This design comes from an exercise in tuning for small area, a short achievable clock period and few clock cycles per item on the open sky130 flow, not from production work. Power figures rest on the tool's default switching activity, not on a simulated workload.

## old
Design icache_top, start of the top module:
module icache_top #(
	parameter int OFFSET_W = icache_pkg::OFFSET_W,
	parameter int INDEX_W  = icache_pkg::INDEX_W,
	parameter int TAG_W    = icache_pkg::ADDR_W - INDEX_W - OFFSET_W
) (
	input  logic                  clock_i,
	input  logic                  rst_n_i,
	input  logic                  fetch_i,
	input  icache_pkg::addr_t     fetch_addr_i,
	input  logic                  flush_i,
	output logic                  instr_valid_o,
	output icache_pkg::word_t     instr_o,
	output icache_pkg::addr_t     instr_addr_o,
	output logic                  miss_o,
	output logic                  mem_req_o,
	output icache_pkg::addr_t     mem_line_addr_o,
	input  logic                  mem_rvalid_i,
	input  icache_pkg::word_t     mem_rdata_i
);
Size in the first run: roughly 530 cells after synthesis, about 170 I/O pins.
==> module icache_top, before the edit <==
module icache_top #(
	parameter int OFFSET_W = icache_pkg::OFFSET_W,
	parameter int INDEX_W  = icache_pkg::INDEX_W,
	parameter int TAG_W    = icache_pkg::ADDR_W - INDEX_W - OFFSET_W
) (
	input  logic                  clock_i,
	input  logic                  rst_n_i,
	input  logic                  fetch_i,
	input  icache_pkg::addr_t     fetch_addr_i,
	input  logic                  flush_i,
	output logic                  instr_valid_o,
	output icache_pkg::word_t     instr_o,
	output icache_pkg::addr_t     instr_addr_o,
	output logic                  miss_o,
	output logic                  mem_req_o,
	output icache_pkg::addr_t     mem_line_addr_o,
	input  logic                  mem_rvalid_i,
	input  icache_pkg::word_t     mem_rdata_i
);
	localparam int CAP = 31;
	localparam int LOW = 4;
	logic [4:0]     n_q;      
	logic           busy_q;   
	logic           lm_q;     
	logic           miss_q;
	logic           rdy_q;    
	logic           ireq_q;   
	logic           ereq_q;   
	logic [29:0]    h_q;      
	logic [1:0]     wc_q;     
	logic [LOW-1:0] ml_q;     
	logic [29:0]    e_q;      
	logic           seq;
	logic           nz;
	logic           acc;
	logic           start;
	logic           deliver;
	logic           endw;
	logic           req;
	logic           lost;
	logic           clr;
	logic [24:0]    pm;
	logic [29:0]    f_inc;
	logic [29:0]    h_inc;
	logic [4:0]     n_inc;
	logic [4:0]     n_dec;
	logic           busy_d;
	logic           lm_d;
	logic [29:0]    h_d;
	logic [1:0]     wc_d;
	logic [4:0]     n_d    [2];
	logic           nz_d   [2];
	logic           rdy_d  [2];
	logic           miss_d [2];
	logic           ireq_d [2];
	logic           ereq_d [2];
	logic [29:0]    e_d;
	for (genvar g = 0; g < 25; g++)
	begin : g_pm
		if (g == 0)
		begin : g_lsb
			assign pm[g] = 1'b1;
		end
		else
		begin : g_bit
			assign pm[g] = &h_q[g+4:5];
		end
	end
	assign h_inc  = {h_q[29:5] ^ (pm & {25{&h_q[4:0]}}), h_q[4:0] + 5'd1};
	for (genvar g = 0; g < 30; g++)
	begin : g_finc
		if (g == 0)
		begin : g_lsb
			assign f_inc[g] = !fetch_addr_i[2];
		end
		else
		begin : g_bit
			assign f_inc[g] = fetch_addr_i[g+2] ^ (&fetch_addr_i[g+1:2]);
		end
	end
	icache_hit_check i_seq (
		.addr_i   (fetch_addr_i[31:2]),
		.expect_i (e_q),
		.seq_o    (seq)
	);
	assign n_inc = n_q + 5'd1;
	assign n_dec = n_q - 5'd1;
	assign nz      = n_q != '0;
	assign acc     = fetch_i && !miss_q && !flush_i;
	assign start   = acc && !nz;
	assign deliver = mem_rvalid_i && rdy_q;
	assign endw    = mem_rvalid_i && (wc_q == 2'd3);
	assign req     = ireq_q || (mem_rvalid_i && ereq_q);
	assign lost    = endw && lm_q && nz && !rdy_q;
	assign clr     = flush_i || lost;
	assign busy_d = req || (busy_q && !endw);
	assign lm_d   = !start && (req || (lm_q && !endw));
	assign h_d    = start ? fetch_addr_i[31:2] : (deliver ? h_inc : h_q);
	assign wc_d   = req ? 2'd0 : (mem_rvalid_i ? wc_q + 2'd1 : wc_q);
	logic n_ge2;
	logic n_ge3;
	logic n_eq30;
	logic m_d;
	logic wrap_d;
	assign n_ge2  = n_q > 5'd1;
	assign n_ge3  = n_q > 5'd2;
	assign n_eq30 = n_q == 5'(CAP - 1);
	always_comb
	begin
		if (deliver)
		begin
			m_d = 1'b1;
		end
		else if (req)
		begin
			m_d = h_q[1:0] == 2'd0;
		end
		else if (mem_rvalid_i)
		begin
			m_d = h_q[1:0] == wc_q + 2'd1;
		end
		else
		begin
			m_d = h_q[1:0] == wc_q;
		end
	end
	assign wrap_d = start ? (&fetch_addr_i[LOW+3:4])
		: (deliver ? (&h_inc[LOW+1:2]) : (&h_q[LOW+1:2]));
	assign e_d = f_inc;
	for (genvar s = 0; s < 2; s++)
	begin : g_seq
		logic good;
		logic bad;
		logic gt1_d;
		assign good = acc && (!nz || (s == 1));
		assign bad  = acc && nz && (s == 0);
		always_comb
		begin
			n_d[s] = n_q;
			if (clr)
			begin
				n_d[s] = '0;
			end
			else if (good && !deliver)
			begin
				n_d[s] = n_inc;
			end
			else if (deliver && !good)
			begin
				n_d[s] = n_dec;
			end
		end
		assign nz_d[s] = !clr && (good || (deliver ? n_ge2 : nz));
		assign gt1_d   = !clr && (good ? (deliver ? n_ge2 : nz) : (deliver ? n_ge3 : n_ge2));
		assign rdy_d[s] = busy_d && lm_d && nz_d[s] && m_d;
		assign miss_d[s] = !flush_i && (miss_q ? nz_d[s]
			: (bad || lost || (!clr && good && !deliver && n_eq30)));
		assign ireq_d[s] = !busy_d && nz_d[s];
		assign ereq_d[s] = busy_d && (wc_d == 2'd3) && (lm_d
			? (rdy_d[s] && gt1_d && !wrap_d)
			: nz_d[s]);
	end
	logic [8:0] ctl_pick;
	icache_lookup #(.W(9)) i_pick_ctl (
		.sel_i (seq),
		.a_i   ({n_d[0], miss_d[0], rdy_d[0], ireq_d[0], ereq_d[0]}),
		.b_i   ({n_d[1], miss_d[1], rdy_d[1], ireq_d[1], ereq_d[1]}),
		.y_o   (ctl_pick)
	);
	assign mem_req_o       = req;
	assign mem_line_addr_o = {h_q[29:LOW+2], ml_q, 4'b0000};
	assign instr_valid_o   = deliver;
	assign instr_o         = mem_rdata_i;
	assign instr_addr_o    = {h_q, 2'b00};
	assign miss_o          = miss_q;
	always_ff @(posedge clock_i or negedge rst_n_i)
	begin
		if (!rst_n_i)
		begin
			n_q    <= '0;
			busy_q <= 1'b0;
			lm_q   <= 1'b0;
			miss_q <= 1'b0;
			rdy_q  <= 1'b0;
			ireq_q <= 1'b0;
			ereq_q <= 1'b0;
		end
		else
		begin
			{n_q, miss_q, rdy_q, ireq_q, ereq_q} <= ctl_pick;
			busy_q <= busy_d;
			lm_q   <= lm_d;
		end
	end
	always_ff @(posedge clock_i)
	begin
		h_q  <= h_d;
		wc_q <= wc_d;
		ml_q <= h_d[LOW+1:2] + LOW'(lm_d);
		e_q  <= e_d;
	end
endmodule
export LEC_CHECK = 0
export ABC_CLOCK_PERIOD_IN_PS = 1000
export CAP_MARGIN = 20
export CORE_MARGIN = 2
export CORE_UTILIZATION = 40
export SETUP_SLACK_MARGIN = 1.5
export SLEW_MARGIN = 20
export SYNTH_HIERARCHICAL = 1
export SYNTH_MINIMUM_KEEP_SIZE = 0
create_clock -name core_clock -period 4.0 [get_ports {clock_i}]
standard.sh (not shown) runs the stock make flow with config.mk's settings and CLKGATE_MAP_FILE= SYNTH_SCRIPT=/design/flow/synth_recipe.tcl, a recipe that flattens the netlist after the stock synthesis.
==> flow/flow/run.sh <==
#!/bin/bash
# own flow: the standard layout, with port buffers of a plain buffer cell
set -o pipefail
cp standard.sh standard.sh.txt 2>/dev/null
cp config.mk config.mk.txt
export BUFFER_PORTS_ARGS="-buffer_cell sky130_fd_sc_hd__buf_2"
bash standard.sh > standard.log 2>&1
old ended with every stage complete and zero timing, DRC or antenna violations.
diff inputs: old => new
-- flow/design.v --
<<< old, line 61
	input  icache_pkg::word_t     mem_rdata_i
);
	localparam int CAP = 31;
	localparam int LOW = 4;
	logic [4:0]     n_q;      
	logic           busy_q;   
	logic           lm_q;     
>>> new, line 61
	input  icache_pkg::word_t     mem_rdata_i
);
	localparam int CAP = 15;
	localparam int NW  = $clog2(CAP + 1);
	localparam int LOW = 4;
	logic [NW-1:0]  n_q;      
	logic           busy_q;   
	logic           lm_q;     
<<< old, line 86
	logic [29:0]    f_inc;
	logic [29:0]    h_inc;
	logic [4:0]     n_inc;
	logic [4:0]     n_dec;
	logic           busy_d;
	logic           lm_d;
	logic [29:0]    h_d;
	logic [1:0]     wc_d;
	logic [4:0]     n_d    [2];
	logic           nz_d   [2];
	logic           rdy_d  [2];
>>> new, line 87
	logic [29:0]    f_inc;
	logic [29:0]    h_inc;
	logic [NW-1:0]  n_inc;
	logic [NW-1:0]  n_dec;
	logic           busy_d;
	logic           lm_d;
	logic [29:0]    h_d;
	logic [1:0]     wc_d;
	logic [NW-1:0]  n_d    [2];
	logic           nz_d   [2];
	logic           rdy_d  [2];
<<< old, line 127
		.seq_o    (seq)
	);
	assign n_inc = n_q + 5'd1;
	assign n_dec = n_q - 5'd1;
	assign nz      = n_q != '0;
	assign acc     = fetch_i && !miss_q && !flush_i;
>>> new, line 128
		.seq_o    (seq)
	);
	assign n_inc = n_q + NW'(1);
	assign n_dec = n_q - NW'(1);
	assign nz      = n_q != '0;
	assign acc     = fetch_i && !miss_q && !flush_i;
<<< old, line 146
	logic m_d;
	logic wrap_d;
	assign n_ge2  = n_q > 5'd1;
	assign n_ge3  = n_q > 5'd2;
	assign n_eq30 = n_q == 5'(CAP - 1);
	always_comb
	begin
>>> new, line 147
	logic m_d;
	logic wrap_d;
	assign n_ge2  = n_q > NW'(1);
	assign n_ge3  = n_q > NW'(2);
	assign n_eq30 = n_q == NW'(CAP - 1);
	always_comb
	begin
<<< old, line 204
			: nz_d[s]);
	end
	logic [8:0] ctl_pick;
	icache_lookup #(.W(9)) i_pick_ctl (
		.sel_i (seq),
		.a_i   ({n_d[0], miss_d[0], rdy_d[0], ireq_d[0], ereq_d[0]}),
>>> new, line 205
			: nz_d[s]);
	end
	logic [NW+3:0] ctl_pick;
	icache_lookup #(.W(NW + 4)) i_pick_ctl (
		.sel_i (seq),
		.a_i   ({n_d[0], miss_d[0], rdy_d[0], ireq_d[0], ereq_d[0]}),
--- outcome ---
Compared with old, in new area growth from synthesis to layout went down, number of sinks on the clock net now sits lower, logic gate share of total power saw a decrease, cell area after synthesis dropped 19 µm².
sky130_fd_sc_hd__o21ai_2 as the cell with the largest stage delay on the worst path was reported by new, and sky130_fd_sc_hd__or4b_4 by old.
[compare] base=old new=new: final RePlAce weighted congestion decreased by 0.027 relative to the old numbers, layout clock buffer count dropped 1.
Wire length ends up higher on new.
Compared with old, non-clock buffer count in new decreased by a little under 10%.
Function was not checked in any run of this note: the RTL went through the layout flow alone.

static timing again, ports no longer ideal:
The results above use ideal ports. As a check the final layouts listed here were re-extracted and re-timed, cells and wires unchanged. Step 1, drivers: a clkbuf_16 drives clock_i and a buf_2 each remaining input, both assumed. Step 2 moves the port delays by t, midway between the first and last clock arrival at a register: inputs arrive t later, outputs are due t later. That takes back most of the time a late clock gives input paths. Slacks: no drivers / after step 1 / after step 2; pairs: no drivers / after step 1.
| run | t (ns) | setup slack, ns | pins driven straight from the clock port |
|---|---|---|---|
| old | 0.374 | 1.544 / 1.540 / 1.276 | 1 |
| new | 0.366 | 1.533 / 1.548 / 1.182 | 1 |
After both steps setup and hold are still met in every run listed. For new, which loses most, drivers alone change the setup slack by +0.015 ns; drivers and shift together by -0.351 ns.
